Source: an optimization exercise on an open RTL-to-GDS flow (aim: small area, a short achievable clock period and few clock cycles per item). Production flows keep margins and buffers that such runs may drop. In this exercise RTL edits were held to simulation tests only and were not proved equivalent to the original. Power and IR drop assume default switching activity.

==> inputs of run a <==
==> flow/design.v <==
module rmt_wrapper #(
    parameter int unsigned C_S_AXIS_DATA_WIDTH  = 512,
    parameter int unsigned C_S_AXIS_TUSER_WIDTH = 128,
    parameter int unsigned C_M_AXIS_DATA_WIDTH  = 512,
    parameter int unsigned C_S_AXI_DATA_WIDTH   = 32,
    parameter int unsigned C_S_AXI_ADDR_WIDTH   = 12,
    parameter logic [31:0] C_BASEADDR           = 32'h80000000,
    parameter int unsigned PHV_ADDR_WIDTH       = 4
) (
    input  logic                              clk,
    input  logic                              aresetn,
    input  logic [C_S_AXIS_DATA_WIDTH-1:0]    s_axis_tdata,
    input  logic [C_S_AXIS_DATA_WIDTH/8-1:0]  s_axis_tkeep,
    input  logic [C_S_AXIS_TUSER_WIDTH-1:0]   s_axis_tuser,
    input  logic                              s_axis_tvalid,
    output logic                              s_axis_tready,
    input  logic                              s_axis_tlast,
    output logic [C_M_AXIS_DATA_WIDTH-1:0]    m_axis_tdata,
    output logic [C_M_AXIS_DATA_WIDTH/8-1:0]  m_axis_tkeep,
    output logic [C_S_AXIS_TUSER_WIDTH-1:0]   m_axis_tuser,
    output logic                              m_axis_tvalid,
    input  logic                              m_axis_tready,
    output logic                              m_axis_tlast
);
    localparam int unsigned DATA_W  = C_M_AXIS_DATA_WIDTH;
    localparam int unsigned KEEP_W  = DATA_W / 8;
    localparam int unsigned USER_W  = C_S_AXIS_TUSER_WIDTH;
    localparam int unsigned ENTRIES = 1 << PHV_ADDR_WIDTH;
    localparam int unsigned KEY_W   = 16;
    logic unused_c;
    assign unused_c = ^{C_S_AXI_DATA_WIDTH, C_S_AXI_ADDR_WIDTH, C_BASEADDR};
    function automatic logic [7:0] pkt_byte(input logic [DATA_W-1:0] d, input int unsigned n);
        pkt_byte = d[8*n +: 8];
    endfunction
    function automatic logic [15:0] be16(input logic [DATA_W-1:0] d, input int unsigned n);
        be16 = {pkt_byte(d, n), pkt_byte(d, n + 1)};
    endfunction
    function automatic logic [31:0] be32(input logic [DATA_W-1:0] d, input int unsigned n);
        be32 = {be16(d, n), be16(d, n + 2)};
    endfunction
    logic                  beat0_q, drop_q;
    logic [KEY_W-1:0]      tbl_key_q [ENTRIES];
    logic [2:0]            tbl_code_q [ENTRIES];
    logic                  m_valid_q;
    logic [DATA_W-1:0]     m_data_q;
    logic [KEEP_W-1:0]     m_keep_q;
    logic [USER_W-1:0]     m_user_q;
    logic                  m_last_q;
    logic                  s_ready_c, accept_c;
    logic                  is_udp_c, is_cfg_c, cfg_wr_c, drop_beat_c;
    logic [KEY_W-1:0]      data_key_c;
    logic [ENTRIES-1:0]    match_c;
    logic [2:0]            hit_code_c;
    logic [4:0]            act_c;
    logic [2:0]            wr_code_c;
    logic [7:0]            wr_op_c;
    assign s_ready_c     = m_axis_tready;
    assign accept_c      = s_axis_tvalid && s_ready_c;
    assign s_axis_tready = s_ready_c;
    always_comb begin
        is_udp_c   = (be16(s_axis_tdata, 12) == 16'h8100) &&
                     (be16(s_axis_tdata, 16) == 16'h0800) &&
                     (pkt_byte(s_axis_tdata, 27) == 8'h11);
        is_cfg_c   = is_udp_c && (be16(s_axis_tdata, 40) == 16'hF1F2);
        data_key_c = be16(s_axis_tdata, 46);
    end
    logic [2:0] pc1 [8];
    logic [2:0] pc2 [4];
    logic [2:0] pc3 [2];
    logic [7:0] pm1;
    logic [3:0] pm2;
    logic [1:0] pm3;
    always_comb begin
        for (int i = 0; i < ENTRIES; i++)
            match_c[i] = (tbl_code_q[i] != 3'd0) && (tbl_key_q[i] == data_key_c);
        for (int i = 0; i < 8; i++) begin
            pm1[i] = match_c[2*i] | match_c[2*i+1];
            pc1[i] = match_c[2*i] ? tbl_code_q[2*i] : (match_c[2*i+1] ? tbl_code_q[2*i+1] : 3'd0);
        end
        for (int i = 0; i < 4; i++) begin
            pm2[i] = pm1[2*i] | pm1[2*i+1];
            pc2[i] = pm1[2*i] ? pc1[2*i] : pc1[2*i+1];
        end
        for (int i = 0; i < 2; i++) begin
            pm3[i] = pm2[2*i] | pm2[2*i+1];
            pc3[i] = pm2[2*i] ? pc2[2*i] : pc2[2*i+1];
        end
        hit_code_c = pm3[0] ? pc3[0] : pc3[1];
    end
    always_comb begin
        act_c = 5'd0;
        if (is_udp_c && s_axis_tkeep[59]) begin
            case (hit_code_c)
                3'd1: act_c = 5'b00001;
                3'd2: act_c = 5'b00010;
                3'd3: act_c = 5'b00100;
                3'd4: act_c = 5'b01000;
                3'd5: act_c = 5'b10000;
                default: act_c = 5'd0;
            endcase
        end
    end
    logic [31:0]       op_a, op_b, res;
    logic [DATA_W-1:0] mod_data_c;
    always_comb begin
        op_a = be32(s_axis_tdata, 48);
        op_b = be32(s_axis_tdata, 52);
        res  = ({32{act_c[0]}} & (op_a + op_b)) |
               ({32{act_c[1]}} & (op_a - op_b)) |
               ({32{act_c[2]}} & (op_a & op_b)) |
               ({32{act_c[3]}} & (op_a | op_b)) |
               ({32{act_c[4]}} & (op_a ^ op_b));
        mod_data_c = s_axis_tdata;
        if (beat0_q && act_c != 5'd0) begin
            for (int i = 0; i < 4; i++)
                mod_data_c[8*(56 + i) +: 8] = res[8*(3 - i) +: 8];
        end
    end
    always_comb begin
        drop_beat_c = beat0_q ? is_cfg_c : drop_q;
        cfg_wr_c    = accept_c && beat0_q && is_cfg_c;
        wr_op_c     = pkt_byte(s_axis_tdata, 49);
        if (!s_axis_tdata[8*50])
            wr_code_c = 3'd0;
        else if (wr_op_c >= 8'd1 && wr_op_c <= 8'd5)
            wr_code_c = wr_op_c[2:0];
        else
            wr_code_c = 3'd6;
    end
    always_ff @(posedge clk or posedge aresetn) begin
        if (aresetn) begin
            beat0_q   <= 1'b1;
            drop_q    <= 1'b0;
            m_valid_q <= 1'b0;
        end else if (s_ready_c) begin
            m_valid_q <= s_axis_tvalid && !drop_beat_c;
            if (s_axis_tvalid) begin
                beat0_q <= s_axis_tlast;
                drop_q  <= drop_beat_c && !s_axis_tlast;
            end
        end
    end
    always_ff @(posedge clk) begin
        if (s_ready_c) begin
            m_data_q <= mod_data_c;
            m_keep_q <= s_axis_tkeep;
            m_user_q <= s_axis_tuser;
            m_last_q <= s_axis_tlast;
        end
    end
    always_ff @(posedge clk or posedge aresetn) begin
        if (aresetn) begin
            for (int i = 0; i < ENTRIES; i++) tbl_code_q[i] <= 3'd0;
        end else if (cfg_wr_c) begin
            tbl_code_q[s_axis_tdata[8*46 +: PHV_ADDR_WIDTH]] <= wr_code_c;
        end
    end
    always_ff @(posedge clk) begin
        if (cfg_wr_c) tbl_key_q[s_axis_tdata[8*46 +: PHV_ADDR_WIDTH]] <= be16(s_axis_tdata, 47);
    end
    assign m_axis_tdata  = m_data_q;
    assign m_axis_tvalid = m_valid_q;
    assign m_axis_tkeep  = m_keep_q;
    assign m_axis_tuser  = m_user_q;
    assign m_axis_tlast  = m_last_q;
endmodule
==> flow/flow/run.sh <==
#!/bin/bash
# Standard ORFS layout, with the port buffers made from the smallest buffer
# cell instead of the default delay buffer. Full tool output goes to
# flow_standard.log in the work folder.
set -uo pipefail
bash standard.sh 'BUFFER_PORTS_ARGS=-buffer_cell sky130_fd_sc_hd__buf_1' finish > flow_standard.log 2>&1
==> flow/standard.sh <==
#!/bin/bash
# synth_recipe.tcl (not shown) runs the flow's synth.tcl, then flattens the netlist and writes it again
# the make line also repeats each setting of config.mk as NAME=value (left out here)
make -C /OpenROAD-flow-scripts/flow DESIGN_CONFIG=/design/flow/config.mk WORK_HOME=/design/flow/orfs CLKGATE_MAP_FILE= SYNTH_SCRIPT=/design/flow/synth_recipe.tcl "${@:-finish}"
==> flow/config.mk <==
export PLATFORM = sky130hd
export DESIGN_NAME = rmt_wrapper
export DESIGN_NICKNAME = rmt_wrapper
export VERILOG_FILES = /design/flow/design.v
export SDC_FILE = /design/flow/constraint.sdc
export NUM_CORES = 4
export LEC_CHECK = 0
export ABC_AREA = 1
export ABC_CLOCK_PERIOD_IN_PS = 3000
export CAP_MARGIN = 20
export CORE_AREA = 5 5 485 485
export CTS_BUF_LIST = sky130_fd_sc_hd__clkbuf_8
export CTS_CLUSTER_DIAMETER = 60
export CTS_CLUSTER_SIZE = 16
export DIE_AREA = 0 0 490 490
export PLACE_DENSITY = 0.75
export SETUP_SLACK_MARGIN = 4.8
export SLEW_MARGIN = 20
export TNS_END_PERCENT = 0
==> flow/constraint.sdc <==
create_clock -name core_clock -period 8.5 [get_ports {clk}]
set_input_delay 1.7000 -clock core_clock [delete_from_list [all_inputs] [get_ports {clk}]]
set_output_delay 1.7000 -clock core_clock [all_outputs]
set_load 0.01 [all_outputs]
==> run b (differences from run a) <==
==> flow/flow/run.sh (replaced) <==
#!/bin/bash
# Standard ORFS layout, with the port buffers made from the smallest buffer
# cell instead of the default delay buffer, and ORFS's power recovery after
# global routing (downsizes cells on paths that have slack to spare).
# Full tool output goes to flow_standard.log in the work folder.
set -uo pipefail
bash standard.sh 'BUFFER_PORTS_ARGS=-buffer_cell sky130_fd_sc_hd__buf_1' \
  'RECOVER_POWER=100' finish > flow_standard.log 2>&1
Settings changed: TNS_END_PERCENT 0 to unset.
==> run c (differences from run a) <==
Settings changed: CTS_BUF_LIST sky130_fd_sc_hd__clkbuf_8 to sky130_fd_sc_hd__clkbuf_16, CTS_CLUSTER_DIAMETER 60 to 80, CTS_CLUSTER_SIZE 16 to 24, PLACE_DENSITY 0.75 to unset, SETUP_SLACK_MARGIN 4.8 to 4.4, TNS_END_PERCENT 0 to unset.
==> qor summary <==
|  | run b | run a | run c |
|---|---|---|---|
| Worst reg-to-reg path cell count | 17 | 16 | 20 |
| Layout Area Growth over Synthesis | 32.7% | 32.5% | 34.3% |
| Vias in the first global route | 33059 | 32006 | 32934 |
| Maximum number of pins on one net before global-route repair | 161 | 152 | 162 |
| Fraction of power consumed by the clock network | 35.9% | 37.1% | 38.5% |
| Clock network area share | 5.06% | 5.42% | 5.88% |
| Data arrival, critical path | 6620 ps | 4780 ps | 4740 ps |
| Power in combinational cells | 1.50 mW | 1.48 mW | 1.52 mW |
| Capturing element of the worst setup path | m_data_q[477]$_DFFE_PP_ | m_data_q[451]$_DFFE_PP_ | tbl_code_q[6][1]$_DFFE_PP0P_ |
| Achievable clock frequency | 168 MHz | 249 MHz | 244 MHz |
| Total area of multi-input combinational cells | 0.0108 mm² | 0.0105 mm² | 0.0105 mm² |
| Max VDD drop | 0.000119 V | 0.000141 V | 0.000177 V |
| Smallest setup slack after layout | 2560 ps | 4490 ps | 4400 ps |
| Power of the sequential group | 5.92 mW | 5.92 mW | 5.96 mW |
| GRT Resource Usage Total | 26.2% | 26.1% | 26.5% |
| Cell area after placement | 0.0514 mm² | 0.0514 mm² | 0.0513 mm² |
| Inverters | 390 | 387 | 387 |
| Result of the run | finished with violations | timing/DRC/antenna clean | timing/DRC/antenna clean |
| Layout check failures | max-capacitance violations, max-slew violations | - | - |
| Share of the final layout cell area in multi-input gates | 19.3% | 18.7% | 18.6% |
| Fraction of area in registers | 53.8% | 53.9% | 53.2% |
| Combinational group share of total power | 13.0% | 12.6% | 12.5% |
Testbench counts of run a, summed over its fixed seeds: cycles 9,756, items 9,749.
Testbench counts of run b, summed over its fixed seeds: cycles 9,756, items 9,749.
Testbench counts of run c, summed over its fixed seeds: cycles 9,756, items 9,749.


==> run D: inputs <==
Starts from the design.v that is shown in full above.
clock: 8.5 ns
lec_check: 0
abc_area: 1
abc_clock_period_in_ps: 3000
cap_margin: 20
core_area: 5 5 485 485
cts_buf_list: sky130_fd_sc_hd__clkbuf_8
cts_cluster_diameter: 60
cts_cluster_size: 16
die_area: 0 0 490 490
place_density: 0.75
setup_slack_margin: 5.0
slew_margin: 20
standard.sh (not shown) runs the stock make flow with config.mk's settings and CLKGATE_MAP_FILE= SYNTH_SCRIPT=/design/flow/synth_recipe.tcl, a recipe that flattens the netlist after the stock synthesis.
==> flow/flow/run.sh <==
#!/bin/bash
# Standard ORFS layout, with the port buffers made from the smallest buffer
# cell instead of the default delay buffer. Full tool output goes to
# flow_standard.log in the work folder.
set -uo pipefail
bash standard.sh 'BUFFER_PORTS_ARGS=-buffer_cell sky130_fd_sc_hd__buf_1' finish > flow_standard.log 2>&1
==> run M (differences from run D) <==
==> flow/flow/run.sh (replaced) <==
#!/bin/bash
# Standard ORFS layout, with the port buffers made from the smallest buffer
# cell instead of the default delay buffer, and pins allowed on every track so
# that the die can be smaller. Full tool output goes to flow_standard.log in
# the work folder.
set -uo pipefail
bash standard.sh 'BUFFER_PORTS_ARGS=-buffer_cell sky130_fd_sc_hd__buf_1' \
  'PLACE_PINS_ARGS=-min_distance 1 -min_distance_in_tracks' finish > flow_standard.log 2>&1
- CORE_AREA: 5 5 485 485 -> 5 5 415 415
- CTS_BUF_LIST: sky130_fd_sc_hd__clkbuf_8 -> sky130_fd_sc_hd__clkbuf_16
- CTS_CLUSTER_DIAMETER: 60 -> 80
- CTS_CLUSTER_SIZE: 16 -> 24
- DIE_AREA: 0 0 490 490 -> 0 0 420 420
- PLACE_DENSITY: 0.75 -> default
- SETUP_SLACK_MARGIN: 5.0 -> 4.4
==> comparison <==
- Run M failed in global routing, error GRT-0116. Run D finished clean.
- In synthesized cell count, run M and run D do not differ.
- Area after synthesis is the same in run M and run D.
Testbench counts of run D, summed over its fixed seeds: cycles 9,756, items 9,749.
Testbench counts of run M, summed over its fixed seeds: cycles 9,756, items 9,749.

==> what the ideal ports hide <==
The flow's constraints put no driver on any port. The routed layouts listed below were extracted and timed again, unchanged, in two steps. Step 1: set_driving_cell puts a clkbuf_16 on clk and a buf_2 on each other input, an assumption about the parent block. Step 2, shift: input delay + t, output delay - t, t = (earliest + latest rising clock arrival at the registers) / 2. This alone moves slack from input paths to output paths. a / b / c = ideal / step 1 / step 2; a / b = the first two.
run | t (ns) | setup slack, ns | hold slack, ns | pins driven straight from the clock port
run a | 0.976 | 4.492 / 4.428 / 3.558 | 0.492 / 0.492 / 0.492 | 1
run b | 0.997 | 2.563 / 2.601 / 1.604 | 0.476 / 0.476 / 0.476 | 1
run c | 0.827 | 4.404 / 4.423 / 3.596 | 0.473 / 0.473 / 0.473 | 1
run D | 0.930 | 4.386 / 4.428 / 3.498 | 0.474 / 0.474 / 0.474 | 1
The setup slack of run b, which loses most, moves by +0.038 ns with the drivers and by -0.959 ns with both steps.
